From an optimization exercise on the open Yosys and OpenROAD flow, aimed at small area; shortcuts taken in it are not production practice.
RTL that was checked went through simulation tests only; none was proved equivalent to the original.

Design fft_dit_top, start of the top module:
module fft_dit_top (
   input  wire        clk,
   input  wire        rst_n,
   input  wire [23:0] in_x,
   input  wire        in_nd,
   output wire [23:0] out_x,
   output wire        out_nd,
   output reg         overflow
);
   reg  [3:0] wr_ptr;
   reg        in_full;
   reg        busy;
   reg  [5:0] ph;
   reg        fill_bank, proc_bank, strm_bank;
   reg        bst;
   reg  [3:0] bcnt;
   reg        acc_q;
   reg        nd_q;
   wire       accept = in_nd & ~in_full;
   wire       start  = ~busy & in_full;
   always @(posedge clk or negedge rst_n)
   begin
      if (!rst_n)
      begin
         wr_ptr    <= 4'd0;
         in_full   <= 1'b0;
         overflow  <= 1'b0;
         busy      <= 1'b0;
         ph        <= 6'd0;
         fill_bank <= 1'b0;
         proc_bank <= 1'b0;
         strm_bank <= 1'b0;
         bst       <= 1'b0;
         bcnt      <= 4'd0;
         acc_q     <= 1'b0;
         nd_q      <= 1'b0;
      end
      else
      begin
         acc_q <= accept;
         nd_q  <= bst;
  ...
Settings: LEC_CHECK=0, CAP_MARGIN=20, CORE_MARGIN=2, CORE_UTILIZATION=55, CTS_CLUSTER_DIAMETER=100, CTS_CLUSTER_SIZE=24, SLEW_MARGIN=20; clock period 10.0 ns.
run.sh (not shown) runs the stock make flow with config.mk's settings and CLKGATE_MAP_FILE= SYNTH_SCRIPT=/design/flow/synth_recipe.tcl, a recipe that flattens the netlist after the stock synthesis.
Change:
--- a/flow/design.v
+++ b/flow/design.v
@@ -871,28 +871,29 @@
    wire [12:0] pp_c = (ai & sh) | (ai & ch) | (sh & ch);
    wire [12:0] mm_s = ai ^ ~sh ^ ~ch;
    wire [12:0] mm_c = (ai & ~sh) | (ai & ~ch) | (~sh & ~ch);
    wire        pc2  = ~e_c1 & e_negim & ~z_lo;
    wire        mc2  = e_negim ? z_lo : 1'b1;
    wire [13:0] pp   = {pp_s, 1'b1} + {pp_c[11:0], c_lo, pc2};
    wire [13:0] mm   = {mm_s, 1'b1} + {mm_c[11:0], ~c_lo, mc2};
    wire [11:0] o0_im = e_negim ? mm[13:2] : pp[13:2];
    wire [11:0] o1_im = e_negim ? pp[13:2] : mm[13:2];
    reg  [12:0] r_re_q;
    reg         z_re_q;
    always @(posedge clk)
-   begin
-      r_re_q <= pp[13:1];
-      z_re_q <= z_lo;
-   end
+      if (e_c1)
+      begin
+         r_re_q <= pp[13:1];
+         z_re_q <= z_lo;
+      end
    wire [12:0] r_re = e_tc ? {x[11], x} : r_re_q;
    wire        z_re = e_tc | z_re_q;
    wire n_644 = r_re[0] ^ e_negre;
    wire n_645 = r_re[1] ^ e_negre;
    wire n_646 = r_re[2] ^ e_negre;
    wire n_647 = r_re[3] ^ e_negre;
    wire n_648 = r_re[4] ^ e_negre;
    wire n_649 = r_re[5] ^ e_negre;
    wire n_650 = r_re[6] ^ e_negre;
    wire n_651 = r_re[7] ^ e_negre;
    wire n_652 = r_re[8] ^ e_negre;
    wire n_653 = r_re[9] ^ e_negre;
Die area increases by 1.0%.
Final cell count increases by 1.7%.
Sequential share of layout area decreases by 0.28 points.
Routed wire length increases by 5.1%.
Critical path depth increases by 3.
Area after synthesis increases by 1.1%.
Synthesized cell count increases by 1.9%.
First-iteration DRC count increases by 15%.
Flip-flop and latch count does not change.
Worst setup slack improved by 0.12 ns.
Function not checked in the first run of this note: the RTL went through the layout flow alone.

fft_dit_top, a different RTL version from the one above (not shown whole).
Size in the first run: roughly 3,500 cells after synthesis, about 870 flip-flops, about 53 I/O pins, ~0.044 sq mm of cells after synthesis.
clock: 10.0 ns
lec_check: 0
cap_margin: 20
core_margin: 2
core_utilization: 55
cts_cluster_diameter: 100
cts_cluster_size: 24
slew_margin: 20
==> next run, changes <==
--- a/flow/design.v
+++ b/flow/design.v
@@ -858,21 +858,20 @@
    wire        mc2  = e_negim ? z_lo : 1'b1;
    wire [13:0] pp   = {pp_s, 1'b1} + {pp_c[11:0], c_lo, pc2};
    wire [13:0] mm   = {mm_s, 1'b1} + {mm_c[11:0], ~c_lo, mc2};
    wire [11:0] o0_im = e_negim ? mm[13:2] : pp[13:2];
    wire [11:0] o1_im = e_negim ? pp[13:2] : mm[13:2];
    reg  [12:0] r_re_q;
    reg         z_re_q;
    always @(posedge clk)
-      if (e_c1)
-      begin
-         r_re_q <= pp[13:1];
-         z_re_q <= z_lo;
-      end
+   begin
+      r_re_q <= pp[13:1];
+      z_re_q <= z_lo;
+   end
    wire [12:0] r_re = e_tc ? {x[11], x} : r_re_q;
    wire        z_re = e_tc | z_re_q;
    wire n_644 = r_re[0] ^ e_negre;
    wire n_645 = r_re[1] ^ e_negre;
    wire n_646 = r_re[2] ^ e_negre;
    wire n_647 = r_re[3] ^ e_negre;
    wire n_648 = r_re[4] ^ e_negre;
    wire n_649 = r_re[5] ^ e_negre;
After rerunning: The new run passed the timing, DRC and antenna checks; wire length drops by 5.1%; worst setup slack gets worse by 0.053 ns; first-iteration DRC count drops by 1.7%; via count drops by 3.1%; design area drops by 0.82%; die area drops by 0.77%.
For the first run of this note, only the layout was checked, not whether the RTL still works.

## separate check: timing with driven ports
Ports are ideal in the flow. The routed layouts listed here were re-timed in OpenROAD.
Step 1: set_driving_cell puts a clkbuf_16 on clk and a buf_2 on each other input, an assumption about the parent block.
Step 2, shift: input delay + t, output delay - t, t = (earliest + latest rising clock arrival at the registers) / 2. This alone moves slack from input paths to output paths.
a / b / c = ideal ports / drivers / drivers and shift; a / b = the first two.
| run | shift t [ns] | slack for setup (ns) | worst slew at a driven data input, ns | cell pins on the clock port's net |
|---|---|---|---|---|
| the first run of note 1 | 0.698 | 0.343 / 0.343 / 0.343 | 0.07 | 1 |
| the second run of note 1 | 0.705 | 0.465 / 0.465 / 0.465 | 0.04 | 1 |
| the first run of note 2 | 0.697 | 0.649 / 0.649 / 0.649 | 0.06 | 1 |
| the second run of note 2 | 0.705 | 0.596 / 0.596 / 0.596 | 0.06 | 1 |
After both steps setup and hold are still met in every run listed.
